Background: an optimization exercise with open tools, aiming at small area, a short achievable clock period and few clock cycles. Do not read the settings as production practice. Function was checked by simulation only, so behaviour that the tests miss may differ from the original. Power figures rest on the tool's default switching activity, not on a simulated workload.

Setup of job 101:
// core_top
module core_top (
    input  logic                    clk,
    input  logic                    rst,
    output logic [64-1:0]   pc,
    input  logic [32-1:0]   inst,
    output logic [64-1:0]   dmem_addr,
    output logic                    dmem_we,
    output logic [64-1:0]   dmem_wdata,
    output logic                    dmem_re,
    input  logic [64-1:0]   dmem_rdata,
    input  logic                    mem_stall,
    output logic                    commit_valid,
    output logic [64-1:0]   commit_pc,
    output logic [5-1:0] commit_rd,
    output logic                    commit_we,
    output logic [64-1:0]   commit_data
);
Size: roughly 9900 cells after synthesis, about 430 I/O pins, roughly 120000 µm² of cells after synthesis.
Settings: LEC_CHECK=0, CAP_MARGIN=20, CORE_MARGIN=2, CORE_UTILIZATION=40, PLACE_DENSITY=0.5, SETUP_SLACK_MARGIN=2.9, SLEW_MARGIN=20, SYNTH_HIERARCHICAL=1; clock period 6.5 ns.
run.sh (not shown) runs the stock make flow with config.mk's settings and CLKGATE_MAP_FILE= SYNTH_SCRIPT=/design/flow/synth_recipe.tcl, a recipe that flattens the netlist after the stock synthesis.
Testbench counts of job 101, summed over its fixed seeds: cycles 52,737.
The inputs of job 102 differ from those of job 101 as listed below.
# job 101
export LEC_CHECK = 0
export CAP_MARGIN = 20
export CORE_MARGIN = 2
export CORE_UTILIZATION = 40
export PLACE_DENSITY = 0.5
export SETUP_SLACK_MARGIN = 2.9
export SLEW_MARGIN = 20
export SYNTH_HIERARCHICAL = 1
create_clock -name core_clock -period 6.5 [get_ports {clk}]
# job 102
export LEC_CHECK = 0
export CAP_MARGIN = 20
export CORE_MARGIN = 2
export CORE_UTILIZATION = 46
export CTS_BUF_LIST = sky130_fd_sc_hd__clkbuf_8
export PLACE_DENSITY = 0.56
export SETUP_SLACK_MARGIN = 2.3
export SLEW_MARGIN = 20
export SYNTH_HIERARCHICAL = 1
create_clock -name core_clock -period 6.5 [get_ports {clk}]
Findings:
Post-layout minimum cycle time delta for job 102 relative to job 101: 0.49 ns higher. Relative to job 101, fraction of met1 tracks used by global routing increased by 1.3 points in job 102. Looking at portion of the clock cycle consumed by the worst path in the final layout, job 102 sits 7.6 points above job 101. Taking job 101 as the reference, in job 102 worst hold slack went down, combined global-route utilization of all metal layers went up, sequential standard cell area did not really move, per-cell routed wire length went down, worst setup slack went down. When the final numbers for job 102 and job 101 were put side by side, the via density per instance turned out to be greater in job 102.
## Diff of input files: job 103 against job 102
# job 102
export LEC_CHECK = 0
export CAP_MARGIN = 20
export CORE_MARGIN = 2
export CORE_UTILIZATION = 46
export CTS_BUF_LIST = sky130_fd_sc_hd__clkbuf_8
export PLACE_DENSITY = 0.56
export SETUP_SLACK_MARGIN = 2.3
export SLEW_MARGIN = 20
export SYNTH_HIERARCHICAL = 1
create_clock -name core_clock -period 6.5 [get_ports {clk}]
# job 103
export LEC_CHECK = 0
export CAP_MARGIN = 20
export CORE_MARGIN = 2
export CORE_UTILIZATION = 46
export CTS_BUF_LIST = sky130_fd_sc_hd__clkbuf_8
export PLACE_DENSITY = 0.56
export SETUP_SLACK_MARGIN = 2.9
export SLEW_MARGIN = 20
export SYNTH_HIERARCHICAL = 1
create_clock -name core_clock -period 6.5 [get_ports {clk}]
[summary]
- Compared with job 102, job 103 shows a higher total area of multi-input combinational cells.
- Across both runs, combinational fraction of design power was higher for job 103 than for job 102.
- Compared to job 102, job 103 shows a wider setup margin.
- Changes observed in job 103 relative to job 102: power after layout went up by 2.4%, met2 usage went up by 1.7 points.
#### Input delta (job 104 over job 103)
# job 103
export LEC_CHECK = 0
export CAP_MARGIN = 20
export CORE_MARGIN = 2
export CORE_UTILIZATION = 46
export CTS_BUF_LIST = sky130_fd_sc_hd__clkbuf_8
export PLACE_DENSITY = 0.56
export SETUP_SLACK_MARGIN = 2.9
export SLEW_MARGIN = 20
export SYNTH_HIERARCHICAL = 1
create_clock -name core_clock -period 6.5 [get_ports {clk}]
# job 104
export LEC_CHECK = 0
export CAP_MARGIN = 20
export CORE_MARGIN = 2
export CORE_UTILIZATION = 46
export PLACE_DENSITY = 0.56
export SETUP_SLACK_MARGIN = 2.9
export SLEW_MARGIN = 20
export SYNTH_HIERARCHICAL = 1
create_clock -name core_clock -period 6.5 [get_ports {clk}]
[summary]
Delta (job 104 minus job 103): setup slack after layout saw an increase, power climbed 1.9 mW, number of cells in the finished layout apart from fillers went down 1.1%, fraction of layout cells with a size suffix above 1 increased by 0.44 points relative to the old numbers, clock skew has decreased. Compared with job 103, job 104 shows total vias in the final route that has gone up slightly. Per the comparison of job 104 with job 103, leakage dissipation now sits higher; number of global-route vias before repair lost 0.66%.
[inputs] job 105 vs job 104
# job 104
export LEC_CHECK = 0
export CAP_MARGIN = 20
export CORE_MARGIN = 2
export CORE_UTILIZATION = 46
export PLACE_DENSITY = 0.56
export SETUP_SLACK_MARGIN = 2.9
export SLEW_MARGIN = 20
export SYNTH_HIERARCHICAL = 1
create_clock -name core_clock -period 6.5 [get_ports {clk}]
# job 105
export LEC_CHECK = 0
export CAP_MARGIN = 20
export CORE_MARGIN = 2
export CORE_UTILIZATION = 40
export CTS_BUF_LIST = sky130_fd_sc_hd__clkbuf_8
export PLACE_DENSITY = 0.5
export SETUP_SLACK_MARGIN = 2.9
export SLEW_MARGIN = 20
export SYNTH_HIERARCHICAL = 1
create_clock -name core_clock -period 6.5 [get_ports {clk}]
Findings:
- Job 105 finished all stages; the layout is clean.
- Of job 105 and job 104, the run reporting the lower cell count was job 104.
- Diff job 104 -> job 105: slew of the pin with the lowest slew margin now sits lower; fmax now sits lower.
- [compare] base=job 104 new=job 105: wire length shows an increase of about 1%, minimum clock period after layout shows an increase of 0.072 ns, non-clock buffer count shows a reduction of 3.5%, worst hold-check slack shows no meaningful change, reported net switching power shows an increase of 0.17 mW.
- In job 105, the part of the power in the clock network came out 2.8 points below the value in job 104.
- Number of buffers added for setup after CTS (lower): job 105
- A start point of the critical path of ex_sub$_DFF_P_ is what job 104 shows, while m_ld$_DFF_P_ belongs to job 105.


Starting RTL as in the previous note.
==> flow/design.v (excerpt) <==
module core_top (
    input  logic                    clk,
    input  logic                    rst,
    output logic [64-1:0]   pc,
    input  logic [32-1:0]   inst,
    output logic [64-1:0]   dmem_addr,
    output logic                    dmem_we,
    output logic [64-1:0]   dmem_wdata,
    output logic                    dmem_re,
    input  logic [64-1:0]   dmem_rdata,
    input  logic                    mem_stall,
    output logic                    commit_valid,
    output logic [64-1:0]   commit_pc,
    output logic [5-1:0] commit_rd,
    output logic                    commit_we,
    output logic [64-1:0]   commit_data
);
make LEC_CHECK=0 CAP_MARGIN=20 CORE_MARGIN=2 CORE_UTILIZATION=46 CTS_BUF_LIST=sky130_fd_sc_hd__clkbuf_8 PLACE_DENSITY=0.56 SETUP_SLACK_MARGIN=2.7 SLEW_MARGIN=20 SYNTH_HIERARCHICAL=1 finish   # period 6.5 ns
Testbench counts at the start, summed over its fixed seeds: cycles 52,737.
Next try:
CORE_UTILIZATION = 40   (was 46)
CTS_BUF_LIST = default   (was sky130_fd_sc_hd__clkbuf_8)
PLACE_DENSITY = 0.5   (was 0.56)
SETUP_SLACK_MARGIN = 2.4   (was 2.7)
The new run finished clean.
Final area is lower by 0.82%.
First-iteration DRC count is lower by 14%.
Global-route usage is lower by 4.8 points.
Register-to-register slack is worse by 40 ps.
Final cell count is higher by 0.90%.
Clock-buffer cell count is lower by 106.
Wire length is higher by 2.3%.

==> what the ideal ports hide <==
In the flow no input, the clock included, has a driving cell. The finished layouts below were timed again as built, in two steps. Step 1: set_driving_cell puts a clkbuf_16 on clk and a buf_2 on each other input, an assumption about the parent block. Step 2 also shifts input and output timing later by t, the mid clock arrival at the registers, as if the neighbouring blocks saw the same clock. Slacks: no drivers / after step 1 / after step 2; pairs: no drivers / after step 1.
| run | shift t [ns] | setup slack, ns | worst setup path after step 2 | worst register clock-pin slew, ns |
|---|---|---|---|---|
| job 101 | 1.039 | 2.511 / 2.419 / 1.380 | input to register | 0.07 / 0.07 |
| job 102 | 1.154 | 2.017 / 2.015 / 0.861 | input to register | 0.08 / 0.08 |
| job 103 | 1.254 | 2.396 / 2.287 / 1.221 | input to register | 0.07 / 0.07 |
| job 104 | 1.014 | 2.519 / 2.232 / 1.218 | input to register | 0.07 / 0.07 |
| job 105 | 1.226 | 2.447 / 2.350 / 1.153 | input to register | 0.07 / 0.07 |
| the first run of note 2 | 1.230 | 2.468 / 2.371 / 1.157 | input to register | 0.07 / 0.07 |
| the second run of note 2 | 1.016 | 2.115 / 2.118 / 1.102 | input to register | 0.07 / 0.07 |
After both steps every run listed still meets setup and hold. For the first run of note 2, which loses most, drivers alone change the setup slack by -0.097 ns; drivers and shift together by -1.311 ns.
